From an optimization exercise on the open Yosys and OpenROAD flow, aimed at small area; shortcuts taken in it are not production practice. The RTL was checked by simulation tests, not by an equivalence proof against the original design. Power is estimated from default activity; no workload was simulated.

alpha:
// rv_core_top
module rv_core_top (
   input  logic               clk,
   input  logic               arst_n,
   input  logic               run,
   input  logic               load_req,
   input  rv_pkg::imem_addr_t load_addr,
   input  rv_pkg::word_t      load_data,
   output logic               load_ack,
   input  logic               rd_req,
   input  rv_pkg::reg_idx_t   rd_index,
   output logic               rd_ack,
   output rv_pkg::word_t      rd_data,
   output logic               halted
);
   localparam logic [2:0] X0 = 3'd0, X1 = 3'd1, X2 = 3'd2, F0 = 3'd3,
                          F3 = 3'd6, IDLE = 3'd7;
   logic [1:0]  ph;
   logic [2:0]  st;
   logic [31:0] pc;
   logic [27:0] word;
   logic [31:0] instr;      
   logic [31:0] res;
   logic        taken;
   logic [4:0]  rdq;
   logic        wenq;
   logic        hltq;
   logic        idle;
   logic        capture;
   logic [27:0] head;
   logic        sel_load;
   logic [4:0]  sel_idx;
   logic        is_op, is_opimm, is_lui, is_auipc, is_jal, is_br;
   logic [31:0] imm;
   logic        dec_wen, dec_halt;
   logic [31:0] port_val;
   logic        in_x0, in_x1, in_x2;
   logic        fetch_win, wr_win;
   logic [31:0] alu_a, alu_b, alu_res, alu_sum;
   logic        alu_cond, use_imm, use4, sub;
   always_ff @(posedge clk) begin
      ph <= ph + 2'd1;
   end
   assign pc[0] = 1'b0;
   assign idle      = (st == IDLE);
   assign in_x0     = (st == X0);
   assign in_x1     = (st == X1);
   assign in_x2     = (st == X2);
   assign fetch_win = (st >= F0) && (st <= F3);
  ...
Size: roughly 8,600 cells after synthesis, roughly 2,900 flip-flops, ~83 I/O pins, ~91,000 um^2 of cells after synthesis.
export LEC_CHECK = 0
export CAP_MARGIN = 10
export CELL_PAD_IN_SITES_DETAIL_PLACEMENT = 0
export CELL_PAD_IN_SITES_GLOBAL_PLACEMENT = 1
export CORE_MARGIN = 2
export CORE_UTILIZATION = 56
export PLACE_DENSITY = 0.66
export SLEW_MARGIN = 10
create_clock -name core_clock -period 13.0 [get_ports {clk}]
standard.sh (not shown) runs the stock make flow with config.mk's settings and CLKGATE_MAP_FILE= SYNTH_SCRIPT=/design/flow/synth_recipe.tcl, a recipe that flattens the netlist after the stock synthesis.
==> flow/flow/run.sh <==
#!/bin/bash
# Standard layout, except that clock tree synthesis inserts no dummy loads
# and the port buffers are the smallest buffer.
set -euo pipefail
export CTS_ARGS="-sink_clustering_enable -repair_clock_nets -dont_use_dummy_load -sink_clustering_size 20 -sink_clustering_max_diameter 60 -buf_list {sky130_fd_sc_hd__clkbuf_8 sky130_fd_sc_hd__clkbuf_16}"
export BUFFER_PORTS_ARGS="-buffer_cell sky130_fd_sc_hd__buf_1"
bash standard.sh > standard.log 2>&1
Per the final summary, alpha finished and its layout is clean on timing, DRC and antenna.
Edits applied to the flow inputs when going from alpha to beta:
Settings: CELL_PAD_IN_SITES_DETAIL_PLACEMENT: 0 -> 1; CORE_UTILIZATION: 56 -> 50; PLACE_DENSITY: 0.66 -> 0.6; CELL_PAD_IN_SITES_GLOBAL_PLACEMENT: 1 -> 2.
==> flow/flow/run.sh <==
#!/bin/bash
# Standard layout, except that clock tree synthesis inserts no dummy loads
# and the port buffers are the smallest buffer.
set -euo pipefail
export CTS_ARGS="-sink_clustering_enable -repair_clock_nets -dont_use_dummy_load -sink_clustering_size 22 -sink_clustering_max_diameter 40 -buf_list sky130_fd_sc_hd__clkbuf_8"
export BUFFER_PORTS_ARGS="-buffer_cell sky130_fd_sc_hd__buf_1"
bash standard.sh > standard.log 2>&1
Headroom to the max-slew limit ended up 3.6 points higher on beta than on alpha. Cell count is higher on beta. Delay of the slowest critical-path stage of beta is on par with alpha. Run comparison: beta startpoint of the worst setup timing path u_regs.pidx[1]$_DFFE_PP_; alpha startpoint of the worst setup timing path u_regs.pidx[0]$_DFFE_PP_. Per the comparison of beta with alpha, highest net fanout along the worst path dropped about 5%, area growth from synthesis to layout went up.
Edits applied to the flow inputs when going from beta to gamma:
Settings: a change of SLEW_MARGIN from 10 to 0; a change of CAP_MARGIN from 10 to 0.
==> flow/flow/run.sh <==
#!/bin/bash
# Standard layout, except that clock tree synthesis inserts no dummy loads
# and the port buffers are the smallest buffer.
set -euo pipefail
export CTS_ARGS="-sink_clustering_enable -repair_clock_nets -dont_use_dummy_load -sink_clustering_size 16 -sink_clustering_max_diameter 50 -buf_list sky130_fd_sc_hd__clkbuf_8"
export BUFFER_PORTS_ARGS="-buffer_cell sky130_fd_sc_hd__buf_1"
bash standard.sh > standard.log 2>&1
--- outcome ---
gamma gives less area growth from synthesis to layout than beta did. The number of DRC violations after detailed routing of beta and that of gamma are within noise of each other. The lower multi-input gate share of the layout cell area of gamma and beta is in beta. For the hold slack, gamma came in 0.016 ns higher than beta did.
Relative to gamma, the following input files were edited for delta:
Settings: changing PLACE_DENSITY from 0.6 to 0.78; changing CORE_UTILIZATION from 50 to 56; changing SLEW_MARGIN from 0 to 10; changing CELL_PAD_IN_SITES_DETAIL_PLACEMENT from 1 to 0; changing CELL_PAD_IN_SITES_GLOBAL_PLACEMENT from 2 to 1; changing CAP_MARGIN from 0 to 10.
==> flow/flow/run.sh <==
#!/bin/bash
# Standard layout, except that clock tree synthesis inserts no dummy loads
# and the port buffers are the smallest buffer.
set -euo pipefail
export CTS_ARGS="-sink_clustering_enable -repair_clock_nets -dont_use_dummy_load -sink_clustering_size 17 -sink_clustering_max_diameter 60 -buf_list sky130_fd_sc_hd__clkbuf_8"
export BUFFER_PORTS_ARGS="-buffer_cell sky130_fd_sc_hd__buf_1"
bash standard.sh > standard.log 2>&1
### Flow results
Against gamma, cell area in delta came out better.
As far as combinational power is concerned, delta and gamma perform about the same.
Re stage delay of the slowest cell on the critical path: delta is 0.03 ns down on gamma.
In the tables for gamma and delta, overall routing resource usage reads lower with gamma.
gamma fits on a die that is larger than the die of delta.
Looking at met3 capacity usage during global routing across gamma and delta, the one that comes out lower is gamma.
From gamma to delta the numbers moved as follows: routed length on met2 lost about 8%, setup slack after placement went up, logic gate share of total power level.
Comparing gamma and delta, worst hold path depth is lower on delta.
The non-clock buffer count reported for delta is smaller than that of gamma by 17.

========
== v19 ==
Starting RTL as in the previous note.
## rv_core_top
module rv_core_top (
   input  logic               clk,
   input  logic               arst_n,
   input  logic               run,
   input  logic               load_req,
   input  rv_pkg::imem_addr_t load_addr,
   input  rv_pkg::word_t      load_data,
   output logic               load_ack,
   input  logic               rd_req,
   input  rv_pkg::reg_idx_t   rd_index,
   output logic               rd_ack,
   output rv_pkg::word_t      rd_data,
   output logic               halted
);
   localparam logic [2:0] X0 = 3'd0, X1 = 3'd1, X2 = 3'd2, F0 = 3'd3,
                          F3 = 3'd6, IDLE = 3'd7;
   logic [1:0]  ph;
   logic [2:0]  st;
   logic [31:0] pc;
   logic [27:0] word;
   logic [31:0] instr;      
   logic [31:0] res;
   logic        taken;
   logic [4:0]  rdq;
   logic        wenq;
   logic        hltq;
   logic        idle;
   logic        capture;
   logic [27:0] head;
   logic        sel_load;
   logic [4:0]  sel_idx;
   logic        is_op, is_opimm, is_lui, is_auipc, is_jal, is_br;
   logic [31:0] imm;
   logic        dec_wen, dec_halt;
   logic [31:0] port_val;
   logic        in_x0, in_x1, in_x2;
   logic        fetch_win, wr_win;
   logic [31:0] alu_a, alu_b, alu_res, alu_sum;
   logic        alu_cond, use_imm, use4, sub;
   always_ff @(posedge clk) begin
      ph <= ph + 2'd1;
   end
   assign pc[0] = 1'b0;
   assign idle      = (st == IDLE);
   assign in_x0     = (st == X0);
   assign in_x1     = (st == X1);
   assign in_x2     = (st == X2);
   assign fetch_win = (st >= F0) && (st <= F3);
   assign wr_win    = wenq && (st >= X2) && (st <= 3'd5);
   instr_fetch u_fetch (
      .clk        (clk),
      .arst_n     (arst_n),
      .run        (run),
      .ph         (ph),
      .load_req   (load_req),
      .load_addr  (load_addr),
      .load_data  (load_data),
      .load_ack   (load_ack),
      .fetch_slot (pc[3:2]),
      .fetch_win  (fetch_win),
      .fetch_ring (pc[7:4]),
      .capture    (capture),
  ...
Settings: LEC_CHECK=0, CAP_MARGIN=10, CELL_PAD_IN_SITES_DETAIL_PLACEMENT=1, CELL_PAD_IN_SITES_GLOBAL_PLACEMENT=2, CORE_MARGIN=2, CORE_UTILIZATION=50, PLACE_DENSITY=0.6, SLEW_MARGIN=10; clock period 13.0 ns.
==> flow/flow/run.sh <==
#!/bin/bash
# Standard layout, except that clock tree synthesis inserts no dummy loads
# and the port buffers are the smallest buffer.
set -euo pipefail
export CTS_ARGS="-sink_clustering_enable -repair_clock_nets -dont_use_dummy_load -sink_clustering_size 17 -sink_clustering_max_diameter 60 -buf_list sky130_fd_sc_hd__clkbuf_8"
export BUFFER_PORTS_ARGS="-buffer_cell sky130_fd_sc_hd__buf_1"
bash standard.sh > standard.log 2>&1
diff inputs: v19 => v34
- swapping 50 for 62 in CORE_UTILIZATION
- swapping 0.6 for 0.72 in PLACE_DENSITY
==> flow/flow/run.sh <==
#!/bin/bash
# Standard layout, except that clock tree synthesis inserts no dummy loads
# and the port buffers are the smallest buffer.
set -euo pipefail
export CTS_ARGS="-sink_clustering_enable -repair_clock_nets -dont_use_dummy_load -sink_clustering_size 16 -sink_clustering_max_diameter 50 -buf_list sky130_fd_sc_hd__clkbuf_8"
export BUFFER_PORTS_ARGS="-buffer_cell sky130_fd_sc_hd__buf_1"
bash standard.sh > standard.log 2>&1
### Flow results
Run status, v34: aborted in global placement without I/O (3_1_place_gp_skip_io), error GPL-0301. Mux cell area share after synthesis: v34 vs v19 identical. From v19 to v34, net count of the mapped netlist did not move at all. Synthesized cell count came out exactly the same in v34 and v19. v34 -> v19: number of distinct library cell variants in the gate-level netlist after synthesis delta 0, exact match. Going from v19 to v34, die height shrank by more than 10%. Diff v19 -> v34: effective utilization at floorplan higher; number of core rows lower; overall die width lower.
Here is what was changed in the inputs of v40 compared with v34.
- swapping 62 for 50 in CORE_UTILIZATION
- swapping 0.72 for 0.6 in PLACE_DENSITY
==> flow/flow/run.sh <==
#!/bin/bash
# Standard layout, except that clock tree synthesis inserts no dummy loads
# and the port buffers are the smallest buffer.
set -euo pipefail
export CTS_ARGS="-sink_clustering_enable -repair_clock_nets -dont_use_dummy_load -sink_clustering_size 10 -sink_clustering_max_diameter 40 -buf_list {sky130_fd_sc_hd__clkbuf_4 sky130_fd_sc_hd__clkbuf_8}"
export BUFFER_PORTS_ARGS="-buffer_cell sky130_fd_sc_hd__buf_1"
bash standard.sh > standard.log 2>&1
==> comparison <==
- v40 vs v34 — die width rose 43 µm.
- Compared with v34, in v40 sequential element share of the synthesized area flat; cell area after synthesis has remained practically unchanged; effective utilization at floorplan fell 12 points.
- Compared with v34, v40 shows die height that has gone up by more than 10%.
- Reported for v34 and v40, instance count of the mapped netlist turned out identical to the last digit.
- v40 finished end to end and its layout was clean on timing, DRC and antenna.
- [v40 vs v34] site row count: higher in v40
Here is what was changed in the inputs of v26 compared with v40.
- a change of CELL_PAD_IN_SITES_DETAIL_PLACEMENT from 1 to 0
- a change of CAP_MARGIN from 10 to 20
- a change of PLACE_DENSITY from 0.6 to 0.7
- a change of CELL_PAD_IN_SITES_GLOBAL_PLACEMENT from 2 to 0
- a change of SLEW_MARGIN from 10 to 20
- a change of CORE_UTILIZATION from 50 to 60
==> flow/flow/run.sh <==
#!/bin/bash
# Standard layout, except that clock tree synthesis inserts no dummy loads
# and the port buffers are the smallest buffer.
set -euo pipefail
export CTS_ARGS="-sink_clustering_enable -repair_clock_nets -dont_use_dummy_load -sink_clustering_size 17 -sink_clustering_max_diameter 60 -buf_list sky130_fd_sc_hd__clkbuf_8"
export BUFFER_PORTS_ARGS="-buffer_cell sky130_fd_sc_hd__buf_1"
bash standard.sh > standard.log 2>&1
==> comparison <==
Taking v40 as the reference point, the layout overhead on the synthesized area of v26 falls by 3.7 points. Biggest cell delay along the critical path: lower on v26. Against v40, routed wire length in v26 came out better. For clock sink total, v40 and v26 come out practically identical. On v26: total placed instance area is 0.62% lower than what v40 gave. In v26 the global-route wire length before repair turned out 47000 µm lower than in v40. In the tables for v40 and v26, global-route usage reads lower with v40. The final reports for v26 and v40 show number of buffers on the longest clock path lower in the former. Fraction of layout instances using a drive strength above 1 (v26 over v40): decrease, 2.3 points. v40 consumes more power than v26.
Edits applied to the flow inputs when going from v26 to v59:
- SLEW_MARGIN: 20 -> 10
- CAP_MARGIN: 20 -> 10
- CELL_PAD_IN_SITES_DETAIL_PLACEMENT: 0 -> 1
- CELL_PAD_IN_SITES_GLOBAL_PLACEMENT: 0 -> 2
- PLACE_DENSITY: 0.7 -> 0.6
- CORE_UTILIZATION: 60 -> 50
==> flow/flow/run.sh <==
#!/bin/bash
# Standard layout, except that clock tree synthesis inserts no dummy loads
# and the port buffers are the smallest buffer.
set -euo pipefail
export CTS_ARGS="-sink_clustering_enable -repair_clock_nets -dont_use_dummy_load -sink_clustering_size 18 -sink_clustering_max_diameter 55 -buf_list sky130_fd_sc_hd__clkbuf_8"
export BUFFER_PORTS_ARGS="-buffer_cell sky130_fd_sc_hd__buf_1"
bash standard.sh > standard.log 2>&1
Notes after the runs:
- Going from v26 to v59, share of total power in sequential cells shrinks by 0.9 points.
- Share of total power consumed by net switching up 0.64 points in v59 wrt v26
- Summary of v59 over v26: clock period minus worst slack rose by 0.76 ns, total chip power went up, share of the clock period used by the worst path after layout climbed 5.8 points, routed wire length climbed about 9%.
- Overall fraction of global-route tracks in use: v59 vs v26 down 3.7 points
- Looking at cell with the largest stage delay on the worst path, the edfxtp_1 result is from v59; the a211oi_1 one comes from v26.
Changes in v54 relative to v59:
- swapping 1 for 0 in CELL_PAD_IN_SITES_DETAIL_PLACEMENT
- swapping 2 for 1 in CELL_PAD_IN_SITES_GLOBAL_PLACEMENT
- swapping 50 for 56 in CORE_UTILIZATION
- swapping 0.6 for 0.66 in PLACE_DENSITY
==> flow/flow/run.sh <==
#!/bin/bash
# Standard layout, except that clock tree synthesis inserts no dummy loads
# and the port buffers are the smallest buffer.
set -euo pipefail
export CTS_ARGS="-sink_clustering_enable -repair_clock_nets -dont_use_dummy_load -sink_clustering_size 17 -sink_clustering_max_diameter 60 -buf_list sky130_fd_sc_hd__clkbuf_8"
export BUFFER_PORTS_ARGS="-buffer_cell sky130_fd_sc_hd__buf_1"
bash standard.sh > standard.log 2>&1
==> comparison <==
For final-layout worst hold slack, v59 and v54 come out practically identical. v54 vs v59, instance count: v54 lower. Number of logic stages on the critical path including buffering: v59 and v54 compared, higher one is v59. Per the comparison of v54 with v59, depth of the most critical reg-to-reg path decreased by 1 relative to the old numbers, final setup slack of the worst path went down by 0.16 ns, global-route usage saw an increase, wire length decreased about 5.6%. Comparing power for v59 and v54, the smaller number came from v54.

## re-timing with driven ports
No port has a modelled driver above. Below, the same layouts with a new extraction and two added sets of constraints. Step 1 (the two cells are an assumption about what drives the block):
set clk [get_ports {clk}]
set_driving_cell -lib_cell sky130_fd_sc_hd__clkbuf_16 $clk
set_driving_cell -lib_cell sky130_fd_sc_hd__buf_2 [delete_from_list [all_inputs] $clk]
Step 2 moves the port delays by t, midway between the first and last clock arrival at a register: inputs arrive t later, outputs are due t later. That takes back most of the time a late clock gives input paths. a / b / c = no drivers / after step 1 / after step 2; a / b = the first two.
run | t (ns) | setup WS [ns] | worst hold slack (ns) | worst setup path after step 2
alpha | 0.894 | 3.535 / 3.535 / 3.535 | 0.307 / 0.307 / 0.307 | register to register
beta | 1.149 | 3.630 / 3.630 / 3.630 | 0.282 / 0.282 / 0.282 | register to register
gamma | 1.093 | 3.613 / 3.613 / 3.613 | 0.299 / 0.299 / 0.299 | register to register
delta | 1.056 | 3.726 / 3.726 / 3.726 | 0.267 / 0.267 / 0.267 | register to register
v19 | 1.054 | 3.730 / 3.730 / 3.730 | 0.287 / 0.287 / 0.287 | register to register
v40 | 1.179 | 3.644 / 3.644 / 3.644 | 0.296 / 0.296 / 0.296 | register to register
v26 | 0.980 | 4.407 / 4.407 / 4.407 | 0.255 / 0.255 / 0.255 | register to register
v59 | 1.082 | 3.650 / 3.650 / 3.650 | 0.278 / 0.278 / 0.278 | register to register
v54 | 1.058 | 3.491 / 3.491 / 3.491 | 0.277 / 0.277 / 0.277 | register to register
After both steps every run listed still meets setup and hold.
